Source: an optimization exercise on an open RTL-to-GDS flow (aim: small area and a short achievable clock period). Production flows keep margins and buffers that such runs may drop. Power figures rest on the tool's default switching activity, not on a simulated workload.

==> inputs of branch delta <==
==> flow/design.v <==
package mem_responder_pkg;
   localparam int N_RING   = 4;
   localparam int RING_LEN = 64;
   localparam int POS_W    = 6;
   localparam int WSTEP    = 5;
   localparam int RSTEP    = 3;
   localparam logic [3:0] NOP = 4'd0;
   localparam logic [3:0] ADD = 4'd1;
   localparam logic [3:0] SUB = 4'd2;
   localparam logic [3:0] AND = 4'd3;
   localparam logic [3:0] NOT = 4'd4;
   localparam logic [3:0] RD  = 4'd5;
   localparam logic [3:0] WR  = 4'd6;
   localparam logic [3:0] BR  = 4'd7;
   localparam logic [3:0] BRZ = 4'd8;
   function automatic logic is_store(input logic [3:0] op);
      return (op == WR);
   endfunction
endpackage
module mem_array #(
   parameter int unsigned word_sz  = 16,
   parameter int unsigned n_ring   = 4,
   parameter int unsigned ring_len = 64,
   parameter int unsigned wstep    = 5,
   parameter int unsigned rstep    = 3
) (
   input  logic                  i_clk,
   input  logic [n_ring-1:0]     i_wring,
   input  logic [7:0]            i_wlo,
   input  logic [ring_len/8-1:0] i_whi,
   input  logic [word_sz-1:0]    i_wdata,
   input  logic [n_ring-1:0]     i_rring,
   input  logic [7:0]            i_rlo,
   input  logic [ring_len/8-1:0] i_rhi,
   input  logic                  i_xsel,
   input  logic [word_sz-1:0]    i_xdata,
   output logic [word_sz-1:0]    o_rdata
);
   localparam int unsigned N = n_ring * ring_len;
   logic [N-1:0][word_sz-1:0] r_cell;
   always_ff @(posedge i_clk) begin
      for (int r = 0; r < n_ring; r++) begin
         for (int p = 0; p < ring_len; p++) begin
            if (p % wstep == 0 && i_wring[r]
                && i_wlo[((p + ring_len - 1) % ring_len) % 8]
                && i_whi[((p + ring_len - 1) % ring_len) / 8])
               r_cell[r * ring_len + p] <= i_wdata;
            else
               r_cell[r * ring_len + p] <= r_cell[r * ring_len + (p + ring_len - 1) % ring_len];
         end
      end
   end
   always_comb begin
      o_rdata = {word_sz{i_xsel}} & i_xdata;
      for (int r = 0; r < n_ring; r++)
         for (int p = 0; p < ring_len; p++)
            if (p % rstep == 0 || p == ring_len - 1)
               o_rdata = o_rdata | ({word_sz{i_rring[r] & i_rlo[p % 8] & i_rhi[p / 8]}}
                                    & r_cell[r * ring_len + p]);
   end
endmodule
import mem_responder_pkg::*;
module mem_responder #(
   parameter int unsigned word_sz     = 16,
   parameter int unsigned mem_sz      = 256,
   parameter int unsigned wait_cycles = 2
) (
   input  logic               clk,
   input  logic               rst,
   input  logic               bus_req_valid,
   output logic               bus_req_ready,
   input  logic               bus_req_write,
   input  logic [word_sz-1:0] bus_req_addr,
   input  logic [word_sz-1:0] bus_req_wdata,
   output logic               bus_rsp_valid,
   input  logic               bus_rsp_ready,
   output logic [word_sz-1:0] bus_rsp_rdata,
   output logic               bus_rsp_err
);
   localparam int unsigned NR     = mem_responder_pkg::N_RING;
   localparam int unsigned RING_W = $clog2(NR);
   localparam int unsigned POS_W  = mem_responder_pkg::POS_W;
   localparam int unsigned LEN    = mem_responder_pkg::RING_LEN;
   localparam int unsigned NHI    = LEN / 8;
   logic               r_live;      
   logic               r_ready;     
   logic               r_s1;        
   logic               r_s2;        
   logic               r_s3;        
   logic               r_valid;     
   logic               r_err;       
   logic               r_wr;        
   logic [word_sz-1:0] r_wdata;
   logic [NR-1:0]      r_rring;     
   logic [NR-1:0]      r_wring;     
   logic [7:0]         r_lo;        
   logic [NHI-1:0]     r_hi;        
   logic [word_sz-1:0] r_rsp_rdata;
   logic [POS_W-1:0]   r_rot;       
   logic               w_accept;
   logic               w_in_range;
   logic [POS_W-1:0]   w_at;
   logic [NR-1:0]      w_ring;
   logic               w_whit;      
   logic               w_rhit;      
   logic               w_xsel;
   logic [word_sz-1:0] w_arr_rdata;
   assign w_accept   = r_ready && bus_req_valid;
   assign w_in_range = (32'(bus_req_addr) < mem_sz);
   assign w_at       = bus_req_addr[POS_W-1:0] + r_rot;
   always_comb begin
      w_ring = '0;
      w_ring[bus_req_addr[POS_W +: RING_W]] = 1'b1;
   end
   always_ff @(posedge clk or negedge rst) begin
      if (!rst) begin
         r_live  <= 1'b0;
         r_ready <= 1'b0;
         r_s1    <= 1'b0;
         r_s2    <= 1'b0;
         r_s3    <= 1'b0;
         r_valid <= 1'b0;
         r_rring <= '0;
      end else begin
         r_live  <= 1'b1;
         r_ready <= !r_live || (r_ready && !bus_req_valid) || (r_valid && bus_rsp_ready);
         r_s1    <= w_accept;
         r_s2    <= r_s1;
         r_s3    <= r_s2;
         r_valid <= r_s3 || (r_valid && !bus_rsp_ready);
         if (w_accept)
            r_rring <= (!bus_req_write && w_in_range) ? w_ring : '0;
         else if (r_s3)
            r_rring <= '0;
      end
   end
   always_ff @(posedge clk) begin
      r_rot <= r_rot + 1'b1;
      if (w_accept) begin
         r_err   <= !w_in_range;
         r_wr    <= bus_req_write && w_in_range;
         r_wdata <= bus_req_wdata;
         r_wring <= (bus_req_write && w_in_range) ? w_ring : '0;
         r_lo    <= 8'b1 << w_at[2:0];
         r_hi    <= NHI'(1) << w_at[POS_W-1:3];
      end else begin
         if (w_whit)
            r_wring <= '0;
         r_lo <= {r_lo[6:0], r_lo[7]};
         if (r_lo[7])
            r_hi <= {r_hi[NHI-2:0], r_hi[NHI-1]};
      end
      if (w_rhit || w_xsel)
         r_rsp_rdata <= w_arr_rdata;
   end
   always_comb begin
      w_whit = 1'b0;
      w_rhit = 1'b0;
      for (int p = 0; p < LEN; p++) begin
         if (p % mem_responder_pkg::WSTEP == 0)
            w_whit = w_whit || (r_lo[((p + LEN - 1) % LEN) % 8] && r_hi[((p + LEN - 1) % LEN) / 8]);
         if (p % mem_responder_pkg::RSTEP == 0 || p == LEN - 1)
            w_rhit = w_rhit || (r_lo[p % 8] && r_hi[p / 8]);
      end
      w_rhit = w_rhit && (|r_rring);
   end
   assign w_xsel = r_s1 && !(|r_rring);
   mem_array #(
      .word_sz  (word_sz),
      .n_ring   (NR),
      .ring_len (LEN),
      .wstep    (mem_responder_pkg::WSTEP),
      .rstep    (mem_responder_pkg::RSTEP)
   ) u_mem_array (
      .i_clk   (clk),
      .i_wring (r_wring),
      .i_wlo   (r_lo),
      .i_whi   (r_hi),
      .i_wdata (r_wdata),
      .i_rring (r_rring),
      .i_rlo   (r_lo),
      .i_rhi   (r_hi),
      .i_xsel  (w_xsel && r_wr),
      .i_xdata (r_wdata),
      .o_rdata (w_arr_rdata)
   );
   assign bus_req_ready = r_ready;
   assign bus_rsp_valid = r_valid;
   assign bus_rsp_rdata = r_rsp_rdata;
   assign bus_rsp_err   = r_err;
endmodule
==> flow/run.sh <==
#!/bin/bash
# synth_recipe.tcl (not shown) runs the flow's synth.tcl, then flattens the netlist and writes it again
# the make line also repeats each setting of config.mk as NAME=value (left out here)
make -C /OpenROAD-flow-scripts/flow DESIGN_CONFIG=/design/flow/config.mk WORK_HOME=/design/flow/orfs CLKGATE_MAP_FILE= SYNTH_SCRIPT=/design/flow/synth_recipe.tcl finish
==> flow/config.mk <==
export PLATFORM = sky130hd
export DESIGN_NAME = mem_responder
export DESIGN_NICKNAME = mem_responder
export VERILOG_FILES = /design/flow/design.v
export SDC_FILE = /design/flow/constraint.sdc
export NUM_CORES = 4
export LEC_CHECK = 0
export CAP_MARGIN = 20
export CORE_MARGIN = 2
export CORE_UTILIZATION = 40
export SLEW_MARGIN = 20
==> flow/constraint.sdc <==
create_clock -name core_clock -period 4.5 [get_ports {clk}]
set_input_delay 0.9000 -clock core_clock [delete_from_list [all_inputs] [get_ports {clk}]]
set_output_delay 0.9000 -clock core_clock [all_outputs]
set_load 0.01 [all_outputs]
==> branch nickel: changes against branch delta <==
--- a/flow/config.mk
+++ b/flow/config.mk
@@ -8,4 +8,5 @@
 export CAP_MARGIN = 20
 export CORE_MARGIN = 2
-export CORE_UTILIZATION = 40
+export CORE_UTILIZATION = 60
+export CTS_BUF_LIST = sky130_fd_sc_hd__clkbuf_4 sky130_fd_sc_hd__clkbuf_8
 export SLEW_MARGIN = 20
==> branch cedar: changes against branch delta <==
==> flow/design.v, changed modules only <==
module mem_array #(
   parameter int unsigned word_sz  = 16,
   parameter int unsigned n_ring   = 4,
   parameter int unsigned ring_len = 64,
   parameter int unsigned wstep    = 5,
   parameter int unsigned rstep    = 3
) (
   input  logic                       i_clk,
   input  logic [n_ring*ring_len-1:0] i_wsel,
   input  logic [word_sz-1:0]         i_wdata,
   input  logic [n_ring*ring_len-1:0] i_rsel,
   input  logic                       i_xsel,
   input  logic [word_sz-1:0]         i_xdata,
   input  logic                       i_hold,
   input  logic [word_sz-1:0]         i_hdata,
   output logic [word_sz-1:0]         o_rdata
);
   localparam int unsigned N = n_ring * ring_len;
   logic [N-1:0][word_sz-1:0] r_cell;
   always_ff @(posedge i_clk) begin
      for (int r = 0; r < n_ring; r++) begin
         for (int p = 0; p < ring_len; p++) begin
            if (p % wstep == 0 && i_wsel[r * ring_len + p])
               r_cell[r * ring_len + p] <= i_wdata;
            else
               r_cell[r * ring_len + p] <= r_cell[r * ring_len + (p + ring_len - 1) % ring_len];
         end
      end
   end
   always_comb begin
      o_rdata = ({word_sz{i_xsel}} & i_xdata) | ({word_sz{i_hold}} & i_hdata);
      for (int r = 0; r < n_ring; r++)
         for (int p = 0; p < ring_len; p++)
            if (p % rstep == 0 || p == ring_len - 1)
               o_rdata = o_rdata | ({word_sz{i_rsel[r * ring_len + p]}} & r_cell[r * ring_len + p]);
   end
endmodule
module mem_responder #(
   parameter int unsigned word_sz     = 16,
   parameter int unsigned mem_sz      = 256,
   parameter int unsigned wait_cycles = 2
) (
   input  logic               clk,
   input  logic               rst,
   input  logic               bus_req_valid,
   output logic               bus_req_ready,
   input  logic               bus_req_write,
   input  logic [word_sz-1:0] bus_req_addr,
   input  logic [word_sz-1:0] bus_req_wdata,
   output logic               bus_rsp_valid,
   input  logic               bus_rsp_ready,
   output logic [word_sz-1:0] bus_rsp_rdata,
   output logic               bus_rsp_err
);
   localparam int unsigned NR     = mem_responder_pkg::N_RING;
   localparam int unsigned RING_W = $clog2(NR);
   localparam int unsigned POS_W  = mem_responder_pkg::POS_W;
   localparam int unsigned LEN    = mem_responder_pkg::RING_LEN;
   localparam int unsigned NHI    = LEN / 8;
   logic               r_live;      
   logic               r_ready;     
   logic               r_s1;        
   logic               r_s2;        
   logic               r_s3;        
   logic               r_valid;     
   logic               r_err;       
   logic               r_wr;        
   logic [word_sz-1:0] r_wdata;
   logic [NR-1:0]      r_rring;     
   logic [NR-1:0]      r_wring;     
   logic [7:0]         r_lo;        
   logic [NHI-1:0]     r_hi;        
   logic [NR*LEN-1:0]  r_rsel;      
   logic [NR*LEN-1:0]  r_wsel;      
   logic               r_xsel;      
   logic [word_sz-1:0] r_rsp_rdata;
   logic [POS_W-1:0]   r_rot;       
   logic               w_accept;
   logic               w_in_range;
   logic [POS_W-1:0]   w_at;
   logic [NR-1:0]      w_ring;
   logic               w_whit;      
   logic [word_sz-1:0] w_arr_rdata;
   logic [7:0]         w_lo_nx;
   logic [NHI-1:0]     w_hi_nx;
   logic [NR-1:0]      w_rring_nx;
   logic [NR-1:0]      w_wring_nx;
   logic [NR*LEN-1:0]  w_rsel_nx;
   logic [NR*LEN-1:0]  w_wsel_nx;
   assign w_accept   = r_ready && bus_req_valid;
   assign w_in_range = (32'(bus_req_addr) < mem_sz);
   assign w_at       = bus_req_addr[POS_W-1:0] + r_rot;
   always_comb begin
      w_ring = '0;
      w_ring[bus_req_addr[POS_W +: RING_W]] = 1'b1;
   end
   always_comb begin
      w_whit = 1'b0;
      for (int p = 0; p < LEN; p++)
         if (p % mem_responder_pkg::WSTEP == 0)
            w_whit = w_whit || (r_lo[((p + LEN - 1) % LEN) % 8] && r_hi[((p + LEN - 1) % LEN) / 8]);
   end
   always_comb begin
      if (w_accept) begin
         w_lo_nx    = 8'b1 << w_at[2:0];
         w_hi_nx    = NHI'(1) << w_at[POS_W-1:3];
         w_rring_nx = (!bus_req_write && w_in_range) ? w_ring : '0;
         w_wring_nx = (bus_req_write && w_in_range) ? w_ring : '0;
      end else begin
         w_lo_nx    = {r_lo[6:0], r_lo[7]};
         w_hi_nx    = r_lo[7] ? {r_hi[NHI-2:0], r_hi[NHI-1]} : r_hi;
         w_rring_nx = r_s3 ? '0 : r_rring;
         w_wring_nx = w_whit ? '0 : r_wring;
      end
      w_rsel_nx = '0;
      w_wsel_nx = '0;
      for (int r = 0; r < NR; r++)
         for (int p = 0; p < LEN; p++) begin
            if (p % mem_responder_pkg::RSTEP == 0 || p == LEN - 1)
               w_rsel_nx[r * LEN + p] = w_rring_nx[r] && w_lo_nx[p % 8] && w_hi_nx[p / 8];
            if (p % mem_responder_pkg::WSTEP == 0)
               w_wsel_nx[r * LEN + p] = w_wring_nx[r]
                                        && w_lo_nx[((p + LEN - 1) % LEN) % 8]
                                        && w_hi_nx[((p + LEN - 1) % LEN) / 8];
         end
   end
   always_ff @(posedge clk or negedge rst) begin
      if (!rst) begin
         r_live  <= 1'b0;
         r_ready <= 1'b0;
         r_s1    <= 1'b0;
         r_s2    <= 1'b0;
         r_s3    <= 1'b0;
         r_valid <= 1'b0;
         r_rring <= '0;
      end else begin
         r_live  <= 1'b1;
         r_ready <= !r_live || (r_ready && !bus_req_valid) || (r_valid && bus_rsp_ready);
         r_s1    <= w_accept;
         r_s2    <= r_s1;
         r_s3    <= r_s2;
         r_valid <= r_s3 || (r_valid && !bus_rsp_ready);
         r_rring <= w_rring_nx;
      end
   end
   always_ff @(posedge clk) begin
      r_rot   <= r_rot + 1'b1;
      r_lo    <= w_lo_nx;
      r_hi    <= w_hi_nx;
      r_wring <= w_wring_nx;
      r_rsel  <= w_rsel_nx;
      r_wsel  <= w_wsel_nx;
      r_xsel  <= w_accept && (bus_req_write || !w_in_range);
      if (w_accept) begin
         r_err   <= !w_in_range;
         r_wr    <= bus_req_write && w_in_range;
         r_wdata <= bus_req_wdata;
      end
      r_rsp_rdata <= w_arr_rdata;
   end
   mem_array #(
      .word_sz  (word_sz),
      .n_ring   (NR),
      .ring_len (LEN),
      .wstep    (mem_responder_pkg::WSTEP),
      .rstep    (mem_responder_pkg::RSTEP)
   ) u_mem_array (
      .i_clk   (clk),
      .i_wsel  (r_wsel),
      .i_wdata (r_wdata),
      .i_rsel  (r_rsel),
      .i_xsel  (r_xsel && r_wr),
      .i_xdata (r_wdata),
      .i_hold  (!((|r_rsel) || r_xsel)),
      .i_hdata (r_rsp_rdata),
      .o_rdata (w_arr_rdata)
   );
   assign bus_req_ready = r_ready;
   assign bus_rsp_valid = r_valid;
   assign bus_rsp_rdata = r_rsp_rdata;
   assign bus_rsp_err   = r_err;
endmodule
==> flow/flow/run.sh (new file) <==
#!/bin/bash
# Standard layout with a leaner clock tree: no dummy loads, larger sink clusters.
export CTS_ARGS="-sink_clustering_enable -repair_clock_nets -dont_use_dummy_load -buf_list {sky130_fd_sc_hd__clkbuf_8 sky130_fd_sc_hd__clkbuf_16} -sink_clustering_size 30 -sink_clustering_max_diameter 60"
bash standard.sh > standard.log 2>&1
==> flow/standard.sh (new file) <==
#!/bin/bash
# synth_recipe.tcl (not shown) runs the flow's synth.tcl, then flattens the netlist and writes it again
# the make line also repeats each setting of config.mk as NAME=value (left out here)
make -C /OpenROAD-flow-scripts/flow DESIGN_CONFIG=/design/flow/config.mk WORK_HOME=/design/flow/orfs CLKGATE_MAP_FILE= SYNTH_SCRIPT=/design/flow/synth_recipe.tcl "${@:-finish}"
--- a/flow/config.mk
+++ b/flow/config.mk
@@ -8,4 +8,5 @@
 export CAP_MARGIN = 20
 export CORE_MARGIN = 2
-export CORE_UTILIZATION = 40
+export CORE_UTILIZATION = 70
+export SETUP_SLACK_MARGIN = 2.2
 export SLEW_MARGIN = 20
removed: flow/run.sh
==> qor summary <==
| metric | branch nickel | branch cedar | branch delta |
|---|---|---|---|
| Status | finished clean | finished clean | finished clean |
| CP bufs+invs | 1 | 3 | 1 |
| Global-route wire length before repair | 534000 um | 479000 um | 557000 um |
| Layout net count | 7317 | 6997 | 7141 |
| Clock root buffer | sky130_fd_sc_hd__clkbuf_8 | sky130_fd_sc_hd__clkbuf_16 | sky130_fd_sc_hd__clkbuf_16 |
| Final non-clock buffer share | 1.97% | 4.00% | 2.16% |
| Inserted Clock Buffers | 612 | 178 | 402 |
| CP peak stage delay | 880 ps | 590 ps | 800 ps |
| Gate power share | 2.6% | 1.1% | 2.5% |
| Fraction of registers with async set or reset after synthesis | 0.240% | 0.232% | 0.240% |
| Cell area after technology mapping | 104000 um^2 | 107000 um^2 | 104000 um^2 |
| Hold path endpoint | - | u_mem_array.r_cell[2720] | u_mem_array.r_cell[3451] |
| Number of gates resized after cts | 0 | 371 | 0 |
| Ant diodes | 37 | 37 | 28 |
| Worst Clk Skew | 98.5 ps | 70.9 ps | 111 ps |
| Total die area | 177000 um^2 | 156000 um^2 | 264000 um^2 |
| Clock network fraction of design power | 41.0% | 31.8% | 43.8% |
| Non-clock inverter instance count of the final layout | 8 | 28 | 8 |
| Met3 Track Usage GR | 17.3% | 16.8% | 10.2% |
| Critical path fanouts, max | 20 | 13 | 48 |
| Type of the tightest min-delay check | in -> async | reg -> reg | reg -> reg |
| CP Launch Point | r_hi[1] | r_rsel[155] | r_rring[3] |
| Total power draw | 76.1 mW | 56.8 mW | 79.9 mW |
| Multi-input combinational gate total | 2193 | 2004 | 2193 |
| Post-synth top area share | 79.0% | 80.3% | 79.0% |
No functional check of the RTL was part of any run of this note.

## afterwards: timing with drivers on the ports
The results above use ideal ports. As a check the final layouts listed here were re-extracted and re-timed, cells and wires unchanged.
Step 1 assumes that a clkbuf_16 drives the clock port and a buf_2 every other input.
Step 2 moves the port delays by t, midway between the first and last clock arrival at a register: inputs arrive t later, outputs are due t later. That takes back most of the time a late clock gives input paths.
a / b / c = ideal / step 1 / step 2; a / b = the first two.
| run | t (ns) | slack for setup (ns) | slew at the worst register clock pin (ns) |
|---|---|---|---|
| branch delta | 1.083 | 0.813 / 0.813 / 0.813 | 0.07 / 0.07 |
| branch nickel | 1.215 | 0.569 / 0.569 / 0.569 | 0.07 / 0.07 |
| branch cedar | 0.899 | 2.015 / 2.015 / 1.232 | 0.12 / 0.12 |
After both steps every run listed still meets setup and hold. The setup slack of branch cedar, which loses most, moves by 0.000 ns with the drivers and by -0.783 ns with both steps.
